What follows belongs to an exercise in optimizing a design on an open flow for a short achievable clock period and few clock cycles; a production flow would make more cautious choices.
RTL that was checked went through simulation tests only; none was proved equivalent to the original.
No functional check of the RTL was part of run 2.
Power figures rest on the tool's default switching activity, not on a simulated workload.

==> flow/design.v <==
package ahb_master_pkg;
    localparam int ADDR_W     = 32;
    localparam int DATA_W     = 32;
    localparam int FIFO_DEPTH = 16;    
    localparam int CNT_W      = 5;
    localparam int BEAT_BYTES = 4;     
    typedef logic [ADDR_W-1:0] addr_t;
    typedef logic [DATA_W-1:0] data_t;
    typedef logic [3:0]        beat_cnt_t;
    typedef logic [CNT_W-1:0]  fifo_cnt_t;
    typedef enum logic [1:0] {
        BURST_SINGLE = 2'd0,
        BURST_INCR4  = 2'd1,
        BURST_INCR8  = 2'd2,
        BURST_INCR16 = 2'd3
    } burst_code_e;
    typedef enum logic [1:0] {
        HTRANS_IDLE   = 2'b00,
        HTRANS_BUSY   = 2'b01,
        HTRANS_NONSEQ = 2'b10,
        HTRANS_SEQ    = 2'b11
    } htrans_e;
    typedef logic [2:0] hburst_t;
    localparam hburst_t HBURST_SINGLE = 3'b000;
    localparam hburst_t HBURST_INCR4  = 3'b011;
    localparam hburst_t HBURST_INCR8  = 3'b101;
    localparam hburst_t HBURST_INCR16 = 3'b111;
    localparam logic [2:0] HSIZE_WORD = 3'b010;
    typedef struct packed {
        addr_t       addr;
        logic        write;     
        burst_code_e burst;
    } ahb_req_t;
    typedef struct packed {
        addr_t      haddr;
        htrans_e    htrans;
        hburst_t    hburst;
        logic [2:0] hsize;
        logic       hwrite;
        logic       hmastlock;
    } ahb_addr_phase_t;
endpackage
module ahb_master (
    input  logic                            i_clk,
    input  logic                            i_reset_n,
    input  logic                            i_req_valid,
    input  ahb_master_pkg::ahb_req_t        i_req,
    input  logic                            i_wdata_valid,
    input  ahb_master_pkg::data_t           i_wdata,
    output logic                            o_rdata_valid,
    output ahb_master_pkg::data_t           o_rdata,
    output logic                            o_busy,
    output logic                            o_err,
    output ahb_master_pkg::ahb_addr_phase_t o_ahb,
    output ahb_master_pkg::data_t           o_hwdata,
    input  ahb_master_pkg::data_t           i_hrdata,
    input  logic                            i_hready,
    input  logic                            i_hresp
);
    localparam int DEPTH = ahb_master_pkg::FIFO_DEPTH;
    ahb_master_pkg::ahb_req_t q0, q1;
    logic       qv0;        
    logic       busy_q;     
    logic       take;
    logic       pop;
    assign take = i_req_valid && !busy_q;
    ahb_master_pkg::htrans_e   htrans_q;
    logic [1:0]                bcode_q;    
    logic                      hwrite_q;
    ahb_master_pkg::beat_cnt_t rem_q;      
    logic                      more_q;     
    logic                      rem1_q;     
    logic [31:10]              hi_q;
    logic [9:2]                lo_q;
    logic [1:0]                a10_q;
    logic                      lo_full_q;  
    logic [31:10]              hi_inc_q;   
    logic                      inc_ok_q;   
    logic [DEPTH-1:0]          credit_q;
    logic                      credit_nz;
    assign credit_nz = credit_q[0];
    logic                    cur_xfer;      
    logic                    head_ok;       
    logic                    nx_start;      
    logic                    nx_seq;        
    ahb_master_pkg::htrans_e nx_htrans;
    logic                    nx_wr_issue;   
    logic [1:0]              hb;
    ahb_master_pkg::addr_t   addr_cur;
    ahb_master_pkg::addr_t   addr_nx;
    assign cur_xfer = htrans_q[1];
    assign head_ok  = qv0 && (!q0.write || credit_nz);
    assign nx_start = !more_q && head_ok;
    assign nx_seq   = more_q && (!hwrite_q || credit_nz) && (inc_ok_q || !lo_full_q);
    assign hb       = q0.burst;
    assign addr_cur = {hi_q, lo_q, a10_q};
    always_comb begin
        if (nx_seq) begin
            nx_htrans = ahb_master_pkg::HTRANS_SEQ;
        end else if (more_q) begin
            nx_htrans = ahb_master_pkg::HTRANS_BUSY;
        end else if (nx_start) begin
            nx_htrans = ahb_master_pkg::HTRANS_NONSEQ;
        end else begin
            nx_htrans = ahb_master_pkg::HTRANS_IDLE;
        end
    end
    always_comb begin
        if (nx_start) begin
            addr_nx = q0.addr;
        end else if (nx_seq) begin
            addr_nx = {lo_full_q ? hi_inc_q : hi_q, lo_q + 8'd1, a10_q};
        end else begin
            addr_nx = addr_cur;
        end
    end
    assign nx_wr_issue = more_q ? (hwrite_q && nx_seq) : (nx_start && q0.write);
    assign pop         = i_hready && nx_start;
    always_ff @(posedge i_clk or negedge i_reset_n) begin
        if (!i_reset_n) begin
            htrans_q <= ahb_master_pkg::HTRANS_IDLE;
            rem_q    <= '0;
            more_q   <= 1'b0;
            rem1_q   <= 1'b0;
        end else if (i_hready) begin
            htrans_q <= nx_htrans;
            if (nx_start) begin
                rem_q  <= {hb == 2'd3, hb[1], hb != 2'd0, hb != 2'd0};
                more_q <= (hb != 2'd0);
                rem1_q <= 1'b0;
            end else if (nx_seq) begin
                rem_q  <= rem_q - ahb_master_pkg::beat_cnt_t'(1);
                more_q <= !rem1_q;
                rem1_q <= (rem_q == 4'd2);
            end
        end
    end
    always_ff @(posedge i_clk) begin
        if (i_hready) begin
            {hi_q, lo_q, a10_q} <= addr_nx;
            if (nx_start) begin
                bcode_q   <= hb;
                hwrite_q  <= q0.write;
                lo_full_q <= (q0.addr[9:2] == 8'hff);
            end else if (nx_seq) begin
                lo_full_q <= (lo_q == 8'hfe);
            end
        end
        hi_inc_q <= hi_q + 22'd1;
    end
    always_ff @(posedge i_clk or negedge i_reset_n) begin
        if (!i_reset_n) begin
            inc_ok_q <= 1'b0;
        end else begin
            inc_ok_q <= !pop;
        end
    end
    ahb_master_pkg::addr_t   haddr_o;
    ahb_master_pkg::hburst_t hburst_nx;
    ahb_master_pkg::hburst_t hburst_o;
    logic                    hwrite_o;
    ahb_master_pkg::htrans_e htrans_o;
    logic                    hlock_o;
    assign hburst_nx = (i_hready && nx_start) ? {hb[1], hb[0], hb != 2'd0}
                                              : {bcode_q[1], bcode_q[0], bcode_q != 2'd0};
    always_ff @(posedge i_clk) begin
        haddr_o  <= i_hready ? addr_nx : addr_cur;
        hburst_o <= hburst_nx;
        hwrite_o <= (i_hready && nx_start) ? q0.write : hwrite_q;
    end
    always_ff @(posedge i_clk or negedge i_reset_n) begin
        if (!i_reset_n) begin
            htrans_o <= ahb_master_pkg::HTRANS_IDLE;
            hlock_o  <= 1'b0;
        end else begin
            htrans_o <= i_hready ? nx_htrans : htrans_q;
            hlock_o  <= i_hready ? (nx_htrans != ahb_master_pkg::HTRANS_IDLE) : (htrans_q != ahb_master_pkg::HTRANS_IDLE);
        end
    end
    always_ff @(posedge i_clk or negedge i_reset_n) begin
        if (!i_reset_n) begin
            qv0    <= 1'b0;
            busy_q <= 1'b0;
        end else begin
            case ({take, pop})
                2'b10: begin
                    qv0    <= 1'b1;
                    busy_q <= qv0;
                end
                2'b01: begin
                    qv0    <= busy_q;
                    busy_q <= 1'b0;
                end
                default: ;
            endcase
        end
    end
    always_ff @(posedge i_clk) begin
        if (pop || !qv0) begin
            q0 <= busy_q ? q1 : i_req;
        end
        if (!busy_q) begin
            q1 <= i_req;
        end
    end
    logic busy_o;
    always_ff @(posedge i_clk or negedge i_reset_n) begin
        if (!i_reset_n) begin
            busy_o <= 1'b0;
        end else begin
            busy_o <= (busy_q && !pop) || (qv0 && take && !pop);
        end
    end
    ahb_master_pkg::data_t mem [DEPTH];
    logic [DEPTH-1:0]      wsel;         
    logic [DEPTH-1:0]      dsel;         
    logic [DEPTH-1:0]      csel;         
    ahb_master_pkg::data_t head_word;
    ahb_master_pkg::data_t cur_word;
    ahb_master_pkg::data_t hwdata_o;
    logic                  wr_acc;       
    logic                  wr_issue;
    logic                  cr_up, cr_dn;
    assign wr_acc   = i_hready && cur_xfer && hwrite_q;
    assign wr_issue = i_hready && nx_wr_issue;
    assign cr_up    = i_wdata_valid && !wr_issue;
    assign cr_dn    = !i_wdata_valid && wr_issue;
    assign csel = {dsel[0], dsel[DEPTH-1:1]};
    always_comb begin
        head_word = '0;
        cur_word  = '0;
        for (int k = 0; k < DEPTH; k++) begin
            head_word = head_word | (mem[k] & {ahb_master_pkg::DATA_W{dsel[k]}});
            cur_word  = cur_word  | (mem[k] & {ahb_master_pkg::DATA_W{csel[k]}});
        end
    end
    always_ff @(posedge i_clk or negedge i_reset_n) begin
        if (!i_reset_n) begin
            wsel     <= DEPTH'(1);
            dsel     <= DEPTH'(1);
            credit_q <= '0;
        end else begin
            if (i_wdata_valid) begin
                wsel <= {wsel[DEPTH-2:0], wsel[DEPTH-1]};
            end
            if (wr_acc) begin
                dsel <= {dsel[DEPTH-2:0], dsel[DEPTH-1]};
            end
            if (cr_up) begin
                credit_q <= {credit_q[DEPTH-2:0], 1'b1};
            end else if (cr_dn) begin
                credit_q <= {1'b0, credit_q[DEPTH-1:1]};
            end
        end
    end
    always_ff @(posedge i_clk) begin
        for (int k = 0; k < DEPTH; k++) begin
            if (i_wdata_valid && wsel[k]) begin
                mem[k] <= i_wdata;
            end
        end
        hwdata_o <= wr_acc ? head_word : cur_word;
    end
    logic                  dvalid_q;
    logic                  dwrite_q;
    logic                  rdv_q;
    logic                  err_q;
    ahb_master_pkg::data_t rdata_q;
    always_ff @(posedge i_clk or negedge i_reset_n) begin
        if (!i_reset_n) begin
            dvalid_q <= 1'b0;
            dwrite_q <= 1'b0;
            rdv_q    <= 1'b0;
            err_q    <= 1'b0;
        end else begin
            if (i_hready) begin
                dvalid_q <= cur_xfer;
                dwrite_q <= hwrite_q;
            end
            rdv_q <= dvalid_q && !dwrite_q && i_hready;
            err_q <= dvalid_q && i_hready && i_hresp;
        end
    end
    always_ff @(posedge i_clk) begin
        rdata_q <= i_hrdata;
    end
    assign o_busy        = busy_o;
    assign o_rdata_valid = rdv_q;
    assign o_rdata       = rdata_q;
    assign o_err         = err_q;
    assign o_hwdata      = hwdata_o;
    assign o_ahb.haddr     = haddr_o;
    assign o_ahb.htrans    = htrans_o;
    assign o_ahb.hburst    = hburst_o;
    assign o_ahb.hsize     = ahb_master_pkg::HSIZE_WORD;
    assign o_ahb.hwrite    = hwrite_o;
    assign o_ahb.hmastlock = hlock_o;
endmodule
==> flow/run.sh <==
#!/bin/bash
# synth_recipe.tcl (not shown) runs the flow's synth.tcl, then flattens the netlist and writes it again
# the make line also repeats each setting of config.mk as NAME=value (left out here)
make -C /OpenROAD-flow-scripts/flow DESIGN_CONFIG=/design/flow/config.mk WORK_HOME=/design/flow/orfs CLKGATE_MAP_FILE= SYNTH_SCRIPT=/design/flow/synth_recipe.tcl finish
==> flow/config.mk <==
export PLATFORM = sky130hd
export DESIGN_NAME = ahb_master
export DESIGN_NICKNAME = ahb_master
export VERILOG_FILES = /design/flow/design.v
export SDC_FILE = /design/flow/constraint.sdc
export NUM_CORES = 4
export LEC_CHECK = 0
export ABC_CLOCK_PERIOD_IN_PS = 1500
export CAP_MARGIN = 20
export CORE_MARGIN = 2
export CORE_UTILIZATION = 40
export SETUP_SLACK_MARGIN = 4.5
export SLEW_MARGIN = 20
==> flow/constraint.sdc <==
create_clock -name core_clock -period 6.0 [get_ports {i_clk}]
set_input_delay 1.2000 -clock core_clock [delete_from_list [all_inputs] [get_ports {i_clk}]]
set_output_delay 1.2000 -clock core_clock [all_outputs]
set_load 0.01 [all_outputs]
==> results of run 1 <==
## per-layer routing
layer / GRT usage (%) / up-vias / part of all wire, %
met2: 44.2 / 2183 / 44
li1: - / 9602 / -
met3: 8.08 / 564 / 13
met4: 17.9 / 8 / 7.2
met5: 0 / - / 0.036
met1: 37.7 / 12200 / 35
## flip-flops by register name (all words and copies together) (netlist names), 16 cells and up
register / count
q0: 35
wsel: 16
q1: 35
hwdata_o: 32
rdata_q: 32
hi_q: 22
credit_q: 16
haddr_o: 32
hi_inc_q: 22
dsel: 16
mem: 512
## area by class of cell
type,count,area [um^2]
sequential,805,22500
fill,5762,33900
clock buffer,117,2340
timing repair buffer,524,7340
inverter,13,60.1
clock inverter,44,507
antenna,5,12.5
multi-input combinational,1099,11100
tap,1050,1310
## cells in the mapped netlist, types with 16 or more instances
cell type / count
sky130_fd_sc_hd__a221oi_1: 255
sky130_fd_sc_hd__a22o_1: 258
sky130_fd_sc_hd__a22oi_1: 26
sky130_fd_sc_hd__a31oi_1: 24
sky130_fd_sc_hd__and2_1: 17
sky130_fd_sc_hd__buf_1: 22
sky130_fd_sc_hd__buf_2: 33
sky130_fd_sc_hd__buf_6: 32
sky130_fd_sc_hd__clkbuf_1: 68
sky130_fd_sc_hd__dfrtp_1: 63
sky130_fd_sc_hd__dfxtp_1: 157
sky130_fd_sc_hd__edfxtp_1: 583
sky130_fd_sc_hd__mux2_2: 104
sky130_fd_sc_hd__mux2i_1: 16
sky130_fd_sc_hd__nand2_1: 90
sky130_fd_sc_hd__nand4_1: 72
sky130_fd_sc_hd__nor2_1: 34
sky130_fd_sc_hd__o21ai_0: 20
sky130_fd_sc_hd__o2bb2ai_1: 25
sky130_fd_sc_hd__xnor2_1: 20
## worst register-to-register path, stage by stage, from the launching register on
cell and delay (ns):
sky130_fd_sc_hd__dfrtp_1 0.42, sky130_fd_sc_hd__buf_6 0.13, sky130_fd_sc_hd__nand2b_4 0.13, sky130_fd_sc_hd__buf_6 0.11, sky130_fd_sc_hd__buf_6 0.11, sky130_fd_sc_hd__buf_8 0.13
sky130_fd_sc_hd__nand2_8 0.10, sky130_fd_sc_hd__buf_12 0.13, sky130_fd_sc_hd__buf_12 0.11, sky130_fd_sc_hd__buf_12 0.10, sky130_fd_sc_hd__buf_16 0.16, sky130_fd_sc_hd__a31oi_4 0.10
## through the flow
stage          setup slack [ns]  utilization (%)
3_5_place_dp               2.70             44.0
5_1_grt                    3.55             57.1
2_1_floorplan              3.74                -
4_1_cts                    3.57             54.8
6_report                   3.60             57.1
3_3_place_gp               2.74             44.0
## logic make-up (layout without fill, tap and decap cells)
kind of cell / count (synthesis) / after routing / share of synthesized area [%]
buf+inv: 180 / 698 / 3.14
simple gates: 268 / 298 / 4.66
mux: 125 / 125 / 4.40
fa+ha+maj: 7 / 7 / 0.275
other cells: 2 / 8 / 0.0236
compound gates: 640 / 641 / 16.9
flops: 805 / 805 / 69.9
xor+xnor: 25 / 25 / 0.687
## power by group through the flow
stage	Clock (uW)	Combinational [uW]	Sequential (uW)
detailed placement	0	2060	7300
floorplan	0	1380	7190
CTS	5390	3360	7200
global placement	0	1980	7290
global route	5630	4260	7350
finish	5390	4100	7300
## how the worst max path moves through the flow
stage / depth (start not counted) / endpoint / slack, ns
2_1_floorplan: 8 / credit_q[11] / 3.74
3_3_place_gp: 3 / hwdata_o[15] / 2.74
3_5_place_dp: 3 / hwdata_o[23] / 2.70
4_1_cts: 1 / o_ahb[8] / 3.57
5_1_grt: 1 / o_ahb[8] / 3.55
6_report: 1 / o_ahb[9] / 3.60
## what timing repair did
action,CTS,global route
hold buffers,0,0
cloned,78,4
buffers inserted,194,55
resized for setup,928,217
pin swaps,91,86
endpoints found under the setup margin,1388,358
endpoints found under the hold margin,0,0
==> metrics.yaml, run 1 <==
run_status: "no timing/DRC/antenna violations"
dr.pass1.iters: 7
maxSlewHeadroom_pct: 54.9
pwr-share-seq_pct: 43.5
detail_route.wl_per_cell_um: 34.5
final_net_count: 2641
timing.fmax_mhz: 416
worst_pin_slew_ns: 0.675
design.die.area_um2: 82000
num_io_pins: 214
htree_num_levels: 3
worst_hold_path_type: "register to register"
final.setup_skew_ns: 0.0582
stdcell_area_um2: 45100
regToRegEndpoint: "hi_q[22]"
power_density_nw_per_um2: 372
core-area_um2: 79000
p_leak_uw: 0.0162
min_period_over_period_pct: 40.1
synthTopCellsByArea: "sky130_fd_sc_hd__edfxtp_1 (55%), sky130_fd_sc_hd__dfxtp_1 (9.9%), sky130_fd_sc_hd__a22o_1 (7.1%)"
critical_path.cell_chain: "buf_6"
synth-seq-cells: 805
crit_buf_inv: 1
layout_commonest_cell: "sky130_fd_sc_hd__edfxtp_1"
vias: 24600
globalplace.congestion: 0.819
post_layout_nonfiller_instances: 3657
finalHoldWorstSlack_ns: 0.441
setup.worst_path.end_class: "output port"
drc_violation_count_after_routing: 0
cts_inserted_buffers: 86
grt.overflow.total: 0
die_w_um: 286
timing.critical_path.from_type: "register"
comb_power_share_pct: 24.4
ys_seq_area_share_pct: 69.9
netSwitchingFraction_pct: 28.9
syn-instance-count: 2052
netlist.top_cell.by_area: "sky130_fd_sc_hd__edfxtp_1"
die_y_um: 286
power.internal_uw: 11900
wire_length_of_the_first_global_routing_pass_um: 172000
initial_core_util_pct: 40.4
hp-start: "dwrite_q"
placed_cell_area_um2: 34800
timing.setup.critical_path_class: "register to output port"
finalWorstPathRequiredPeriod_ns: 2.40
hold_violations: 0
clk_pin_slew_ns: 0.06
reg2regPathDepth: 11
drv_slew: 0
r2r-start: "credit_q[0]"
setup.reg_to_reg.worst_slack_ns: 4.05
tritoncts: "done"
portBuffers: 210
clock_tree.root_cell: "sky130_fd_sc_hd__clkbuf_16"
critical-path-max-stage-delay_ns: 0.44
placedCellCount: 3160
timing.critical_path.max_delay_family: "flip-flops"
yosys_warnings: 2
drt_wl_total_um: 126000
hold-path-cell-count: 1
syn2layout_area_growth_pct: 41.5
critical_path.slowest_cell: "sky130_fd_sc_hd__dfrtp_2"
crit_arrival_ns: 1.20
grt_setup_unrepaired: "yes"
post_route_cells_drive_above_1_share_pct: 43.0
insertion_delay_ns: 0.68
routed_via_density: 6.72
global_route.usage.total_pct: 29.3
clkPwrFrac_pct: 32.1
syn_avg_cell_area_um2: 15.5
yosys.cell_types.count: 65
dpl.hpwl_um: 43600
p_total_uw: 16800
number_of_antenna_violations_at_the_first_check_in_global_routing: 9
dominantRegCellSynth: "sky130_fd_sc_hd__edfxtp_1"
async_reset_ff_share_pct: 8.07
final_cell_mix: "sky130_fd_sc_hd__edfxtp_1 (583), sky130_fd_sc_hd__a22o_1 (258), sky130_fd_sc_hd__a221oi_2 (156)"
maximum_number_of_pins_on_one_net_before_global_route_repair: 66
timing.critical_path.required_ns: 4.80
power_switching_uw: 4860
synthDominantCellAreaShare_pct: 54.9
crit_path_start: "htrans_o[1]"
rows: 103
number_of_max_cap_violations: 0
clock_sink_count: 805
fin_setup_tns_ns: 0
setup_viol_count_final: 0
power.ir.vdd_worst_mv: 0.298
clock_path_buffers: 3
cp_max_fo: 2
grt_pass1_vias: 24000
route.antenna.remaining_nets: 0
worstHoldEndpoint: "rdv_q"
number_of_enable_flip_flop_cells_after_synthesis: 583
netlist_area_um2: 31900
drt_first_iter_violations: 3575
Testbench counts, summed over its fixed seeds: cycles 14,174.
==> run 2: changes to the inputs <==
--- a/flow/design.v
+++ b/flow/design.v
@@ -65,7 +65,8 @@
     logic       pop;
     assign take = i_req_valid && !busy_q;
     ahb_master_pkg::htrans_e   htrans_q;
-    logic [1:0]                bcode_q;    
+    logic                      hlock_q;
+    ahb_master_pkg::hburst_t   hburst_q;
     logic                      hwrite_q;
     ahb_master_pkg::beat_cnt_t rem_q;      
     logic                      more_q;     
@@ -75,7 +76,6 @@
     logic [1:0]                a10_q;
     logic                      lo_full_q;  
     logic [31:10]              hi_inc_q;   
-    logic                      inc_ok_q;   
     logic [DEPTH-1:0]          credit_q;
     logic                      credit_nz;
     assign credit_nz = credit_q[0];
@@ -91,14 +91,14 @@
     assign cur_xfer = htrans_q[1];
     assign head_ok  = qv0 && (!q0.write || credit_nz);
     assign nx_start = !more_q && head_ok;
-    assign nx_seq   = more_q && (!hwrite_q || credit_nz) && (inc_ok_q || !lo_full_q);
+    assign nx_seq   = more_q && (!hwrite_q || credit_nz);
     assign hb       = q0.burst;
     assign addr_cur = {hi_q, lo_q, a10_q};
     always_comb begin
         if (nx_seq) begin
             nx_htrans = ahb_master_pkg::HTRANS_SEQ;
         end else if (more_q) begin
-            nx_htrans = ahb_master_pkg::HTRANS_BUSY;
+            nx_htrans = ahb_master_pkg::HTRANS_BUSY;    
         end else if (nx_start) begin
             nx_htrans = ahb_master_pkg::HTRANS_NONSEQ;
         end else begin
@@ -114,16 +114,18 @@
             addr_nx = addr_cur;
         end
     end
-    assign nx_wr_issue = more_q ? (hwrite_q && nx_seq) : (nx_start && q0.write);
+    assign nx_wr_issue = more_q ? (hwrite_q && credit_nz) : (nx_start && q0.write);
     assign pop         = i_hready && nx_start;
     always_ff @(posedge i_clk or negedge i_reset_n) begin
         if (!i_reset_n) begin
             htrans_q <= ahb_master_pkg::HTRANS_IDLE;
+            hlock_q  <= 1'b0;
             rem_q    <= '0;
             more_q   <= 1'b0;
             rem1_q   <= 1'b0;
         end else if (i_hready) begin
             htrans_q <= nx_htrans;
+            hlock_q  <= (nx_htrans != ahb_master_pkg::HTRANS_IDLE);
             if (nx_start) begin
                 rem_q  <= {hb == 2'd3, hb[1], hb != 2'd0, hb != 2'd0};
                 more_q <= (hb != 2'd0);
@@ -139,43 +141,18 @@
         if (i_hready) begin
             {hi_q, lo_q, a10_q} <= addr_nx;
             if (nx_start) begin
-                bcode_q   <= hb;
+                hburst_q  <= {hb[1], hb[0], hb != 2'd0};
                 hwrite_q  <= q0.write;
                 lo_full_q <= (q0.addr[9:2] == 8'hff);
             end else if (nx_seq) begin
                 lo_full_q <= (lo_q == 8'hfe);
             end
         end
-        hi_inc_q <= hi_q + 22'd1;
-    end
-    always_ff @(posedge i_clk or negedge i_reset_n) begin
-        if (!i_reset_n) begin
-            inc_ok_q <= 1'b0;
-        end else begin
-            inc_ok_q <= !pop;
-        end
-    end
-    ahb_master_pkg::addr_t   haddr_o;
-    ahb_master_pkg::hburst_t hburst_nx;
-    ahb_master_pkg::hburst_t hburst_o;
-    logic                    hwrite_o;
-    ahb_master_pkg::htrans_e htrans_o;
-    logic                    hlock_o;
-    assign hburst_nx = (i_hready && nx_start) ? {hb[1], hb[0], hb != 2'd0}
-                                              : {bcode_q[1], bcode_q[0], bcode_q != 2'd0};
-    always_ff @(posedge i_clk) begin
-        haddr_o  <= i_hready ? addr_nx : addr_cur;
-        hburst_o <= hburst_nx;
-        hwrite_o <= (i_hready && nx_start) ? q0.write : hwrite_q;
-    end
-    always_ff @(posedge i_clk or negedge i_reset_n) begin
-        if (!i_reset_n) begin
-            htrans_o <= ahb_master_pkg::HTRANS_IDLE;
-            hlock_o  <= 1'b0;
-        end else begin
-            htrans_o <= i_hready ? nx_htrans : htrans_q;
-            hlock_o  <= i_hready ? (nx_htrans != ahb_master_pkg::HTRANS_IDLE) : (htrans_q != ahb_master_pkg::HTRANS_IDLE);
-        end
+        hi_inc_q <= pop ? q0.addr[31:10] + 22'd1 : hi_q + 22'd1;
+    end
+    ahb_master_pkg::addr_t haddr_o;
+    always_ff @(posedge i_clk) begin
+        haddr_o <= i_hready ? addr_nx : addr_cur;
     end
     always_ff @(posedge i_clk or negedge i_reset_n) begin
         if (!i_reset_n) begin
@@ -203,21 +180,12 @@
             q1 <= i_req;
         end
     end
-    logic busy_o;
-    always_ff @(posedge i_clk or negedge i_reset_n) begin
-        if (!i_reset_n) begin
-            busy_o <= 1'b0;
-        end else begin
-            busy_o <= (busy_q && !pop) || (qv0 && take && !pop);
-        end
-    end
     ahb_master_pkg::data_t mem [DEPTH];
     logic [DEPTH-1:0]      wsel;         
     logic [DEPTH-1:0]      dsel;         
-    logic [DEPTH-1:0]      csel;         
     ahb_master_pkg::data_t head_word;
-    ahb_master_pkg::data_t cur_word;
-    ahb_master_pkg::data_t hwdata_o;
+    ahb_master_pkg::data_t hw_q;         
+    ahb_master_pkg::data_t hwdata_o;     
     logic                  wr_acc;       
     logic                  wr_issue;
     logic                  cr_up, cr_dn;
@@ -225,13 +193,10 @@
     assign wr_issue = i_hready && nx_wr_issue;
     assign cr_up    = i_wdata_valid && !wr_issue;
     assign cr_dn    = !i_wdata_valid && wr_issue;
-    assign csel = {dsel[0], dsel[DEPTH-1:1]};
     always_comb begin
         head_word = '0;
-        cur_word  = '0;
         for (int k = 0; k < DEPTH; k++) begin
             head_word = head_word | (mem[k] & {ahb_master_pkg::DATA_W{dsel[k]}});
-            cur_word  = cur_word  | (mem[k] & {ahb_master_pkg::DATA_W{csel[k]}});
         end
     end
     always_ff @(posedge i_clk or negedge i_reset_n) begin
@@ -259,7 +224,10 @@
                 mem[k] <= i_wdata;
             end
         end
-        hwdata_o <= wr_acc ? head_word : cur_word;
+        if (wr_acc) begin
+            hw_q <= head_word;
+        end
+        hwdata_o <= wr_acc ? head_word : hw_q;
     end
     logic                  dvalid_q;
     logic                  dwrite_q;
@@ -284,15 +252,15 @@
     always_ff @(posedge i_clk) begin
         rdata_q <= i_hrdata;
     end
-    assign o_busy        = busy_o;
+    assign o_busy        = busy_q;
     assign o_rdata_valid = rdv_q;
     assign o_rdata       = rdata_q;
     assign o_err         = err_q;
     assign o_hwdata      = hwdata_o;
     assign o_ahb.haddr     = haddr_o;
-    assign o_ahb.htrans    = htrans_o;
-    assign o_ahb.hburst    = hburst_o;
+    assign o_ahb.htrans    = htrans_q;
+    assign o_ahb.hburst    = hburst_q;
     assign o_ahb.hsize     = ahb_master_pkg::HSIZE_WORD;
-    assign o_ahb.hwrite    = hwrite_o;
-    assign o_ahb.hmastlock = hlock_o;
+    assign o_ahb.hwrite    = hwrite_q;
+    assign o_ahb.hmastlock = hlock_q;
 endmodule
==> run 2 against run 1 <==
Net effect:
- utilization rose by 1.3 points
- register-to-register slack got worse by 0.55 ns
- critical endpoint is now o_hwdata[9]
- routed wire length fell by 22%
- clock power barely moved
- hold slack got worse by 0.0038 ns
- area after synthesis fell by 8.6%
- power fell by 4.7%
- sequential cell count fell by 5
- non-clock buffer count rose by 48
- synthesized cell count fell by 15%
- via count fell by 19%
- final cell count fell by 8.5%
- still clean on timing, DRC and antenna
- largest power group unchanged
==> metrics.yaml, run 2 <==
worst_pin_slew_ns: 0.663  # -0.0117 ns
p_leak_uw: 0.0154  # -4.8%
die_y_um: 274  # -4.3%
dr.pass1.iters: 6  # -1
largest_reg_flops: 512  # unchanged
ys_seq_area_share_pct: 77.2  # +7.3 points
timing.critical_path.required_ns: 4.80  # about the same
insertion_delay_ns: 0.64  # -0.04 ns
detail_route.wl_per_cell_um: 29.2  # -15%
fill_cells: 5238  # -9.1%
htree_num_levels: 3  # unchanged
drt_wl_total_um: 97800  # -22%
design.die.area_um2: 75000  # -8.5%
final_cell_mix: "sky130_fd_sc_hd__edfxtp_1 (616), sky130_fd_sc_hd__buf_6 (137), sky130_fd_sc_hd__buf_4 (136)"
syn-instance-count: 1751  # -15%
drv_slew: 0  # unchanged
syn2layout_area_growth_pct: 43.9
layout_commonest_cell: "sky130_fd_sc_hd__edfxtp_1"
post_route_cells_drive_above_1_share_pct: 42.8  # -0.27 points
pwr-share-seq_pct: 44.8  # +1.3 points
syn_avg_cell_area_um2: 16.6  # +7.1%
cts_inserted_buffers: 85  # -1.2%
timing.critical_path.from_type: "register"
hold_violations: 0  # unchanged
critical_path.slowest_cell: "sky130_fd_sc_hd__edfxtp_1"
register_with_the_most_flip_flops: "mem"
fin_setup_tns_ns: 0  # unchanged
netSwitchingFraction_pct: 27.3  # -1.6 points
clock_path_buffers: 3  # unchanged
core-area_um2: 71900  # -9.0%
async_reset_ff_share_pct: 7.88  # -0.20 points
final.setup_skew_ns: 0.0240  # -0.0342 ns
netlist_top_cells_count: "sky130_fd_sc_hd__edfxtp_1 (616), sky130_fd_sc_hd__a22o_1 (129), sky130_fd_sc_hd__a221oi_1 (128)"
clock_tree.root_cell: "sky130_fd_sc_hd__clkbuf_16"
run_status: "no timing/DRC/antenna violations"
setup.worst_path.end_class: "output port"
die_w_um: 274  # -4.3%
synthTopCellsByArea: "sky130_fd_sc_hd__edfxtp_1 (63%), sky130_fd_sc_hd__dfxtp_1 (8.3%), sky130_fd_sc_hd__dfrtp_1 (5.2%)"
drt_first_iter_violations: 2429  # -32%
synth-seq-cells: 800  # -0.62%
timing.setup.critical_path_class: "register to output port"
top_count_cell_post_synth: "sky130_fd_sc_hd__edfxtp_1"
rows: 98  # -4.9%
power.internal_uw: 11600  # -2.5%
timing.critical_path.max_delay_family: "flip-flops"
number_of_max_cap_violations: 0  # unchanged
netlist_area_um2: 29100  # -8.6%
power_density_nw_per_um2: 382  # +2.5%
number_of_enable_flip_flop_cells_after_synthesis: 616  # +5.7%
p_total_uw: 16000  # -4.7%
yosys.cell_types.count: 61  # -6.2%
crit_arrival_ns: 1.32  # +0.12 ns
largest_registers: "mem x512, q0 x35, q1 x35"
global_route.usage.total_pct: 24.6  # -4.7 points
wire_length_of_the_first_global_routing_pass_um: 133000  # -23%
worst_hold_path_type: "register to register"
drc_violation_count_after_routing: 0  # unchanged
vias: 19800  # -19%
setup_viol_count_final: 0  # unchanged
grt_setup_unrepaired: "yes"
number_of_antenna_violations_at_the_first_check_in_global_routing: 7  # -2
maxSlewHeadroom_pct: 55.8  # +0.87 points
timing.fmax_mhz: 397  # -4.6%
power.ir.vdd_worst_mv: 0.337  # +13%
dominantRegCellSynth: "sky130_fd_sc_hd__edfxtp_1"
critical_path.cell_chain: "buf_2"
num_io_pins: 214  # unchanged
grt.overflow.total: 0  # unchanged
final_net_count: 2437  # -7.7%
grt_pass1_vias: 19100  # -21%
clkPwrFrac_pct: 33.5  # +1.4 points
finalWorstPathRequiredPeriod_ns: 2.52  # +0.115 ns
comb_power_share_pct: 21.7  # -2.7 points
cp_max_fo: 1  # -1
routed_via_density: 5.92  # -12%
portBuffers: 210  # unchanged
route.antenna.remaining_nets: 0  # unchanged
yosys_warnings: 2  # unchanged
globalplace.congestion: 0.800  # -2.4%
synthDominantCellAreaShare_pct: 63.5  # +8.5 points
clock_sink_count: 800  # -0.62%
initial_core_util_pct: 40.6  # +0.21 points
netlist.top_cell.by_area: "sky130_fd_sc_hd__edfxtp_1"
maximum_number_of_pins_on_one_net_before_global_route_repair: 64  # -3.0%
critical-path-max-stage-delay_ns: 0.49  # +0.05 ns
power_switching_uw: 4370  # -10%
crit_buf_inv: 1  # unchanged
tritoncts: "done"
clk_pin_slew_ns: 0.06  # about the same
min_period_over_period_pct: 42.0  # +1.9 points
dpl.hpwl_um: 38800  # -11%
-- run 2: cell types whose count changed in the layout (fill, tap and decap cells not counted), sizes merged, moves of 27 or more --
cell,before,now
mux2,109,76
buf,414,459
nand4,75,48
a22o,258,129
edfxtp,583,616
a221oi,256,128
dfxtp,157,121
-- run 2: area by class of cell --
type                    instances  area, um^2  share of cell area (%)
flip-flops and latches        800       22600                    54.0
well taps                     950        1190                    2.83
multi-input cells             854        8040                    19.2
repair inverters                1        7.51                  0.0179
repair buffers                572        7150                    17.0
diodes                          2        5.00                  0.0119
inverters                      11        65.1                   0.155
clock buffers                 101        2220                    5.29
clock inverters                55         621                    1.48
-- run 2: final timing paths --
| check | cells past startpoint | end | start | slack [ns] |
|---|---|---|---|---|
| setup / recovery | 1 | o_hwdata[9] | hwdata_o[9] | 3.48 |
| hold / removal | 1 | rdv_q | dwrite_q | 0.44 |
| setup reg to reg | 10 | hi_inc_q[24] | more_q | 3.50 |
| hold reg to reg | 1 | rdv_q | dwrite_q | 0.44 |
| max in group asynchronous | 2 | dsel[1] | i_reset_n | 4.80 |
| min in group asynchronous | 2 | rem_q[0] | i_reset_n | 0.65 |
-- run 2: through the flow --
stage          instance area [um^2]  utilization [%]  setup slack, ns  hold slack (ns)  std cells
2_1_floorplan                 29900                -             3.25            0.400       1752
3_3_place_gp                  32500             45.3             2.33            0.425       2812
3_5_place_dp                  32500             45.3             2.21            0.432       2812
4_1_cts                       40600             56.5             3.47            0.440       3275
5_1_grt                       41900             58.3             3.41            0.482       3344
6_report                      41900             58.4             3.48            0.437       3346
-- run 2: layer usage --
metal	wire [um]	up-vias	share of wire [%]	global-route usage, %
li1	-	8219	-	-
met1	35300	9951	36	30.5
met2	48300	1279	49	42.4
met3	9060	346	9.3	4.43
met4	5070	4	5.2	9.91
met5	26	-	0.027	0
-- run 2: logic make-up (layout without fill, tap and decap cells) --
family | count (synthesis) | after routing | synth area share (%)
flops | 800 | 800 | 77.2
compound gates | 385 | 386 | 10.6
simple gates | 283 | 314 | 4.87
buf+inv | 130 | 740 | 1.88
mux | 101 | 101 | 3.79
xor+xnor | 43 | 43 | 1.29
fa+ha+maj | 7 | 7 | 0.300
other cells | 2 | 5 | 0.0258
-- run 2: repair_timing --
item                       4_1_cts  5_1_grt
cloned                          52       11
hold buffers                     0        0
setup endpoints to repair     1389      872
gates resized for setup        873      144
buffers inserted               255       58
pin swaps                       97       64
-- run 2: power by group through the flow --
stage / clock [uW] / sequential, uW / combinational (uW)
after floorplan: 0 / 7140 / 1310
after global placement: 0 / 7230 / 1910
after detailed placement: 0 / 7230 / 1960
after CTS: 5400 / 7120 / 2890
after global routing: 5650 / 7220 / 3650
final: 5360 / 7170 / 3470

==> separate check: timing with driven ports <==
Ports are ideal in the flow. The routed layouts listed here were re-timed in OpenROAD. Step 1 (the two cells are an assumption about what drives the block):
set clk [get_ports {i_clk}]
set_driving_cell -lib_cell sky130_fd_sc_hd__clkbuf_16 $clk
set_driving_cell -lib_cell sky130_fd_sc_hd__buf_2 [delete_from_list [all_inputs] $clk]
Step 2 also shifts input and output timing later by t, the mid clock arrival at the registers, as if the neighbouring blocks saw the same clock. a / b / c = ideal / step 1 / step 2; a / b = the first two.
| run | t (ns) | setup slack, ns | worst register clock-pin slew, ns |
|---|---|---|---|
| run 1 | 0.720 | 3.596 / 3.528 / 3.456 | 0.07 / 0.07 |
| run 2 | 0.690 | 3.481 / 3.421 / 2.811 | 0.07 / 0.07 |
After both steps setup and hold are still met in every run listed. For run 2, which loses most, drivers alone change the setup slack by -0.060 ns; drivers and shift together by -0.670 ns.
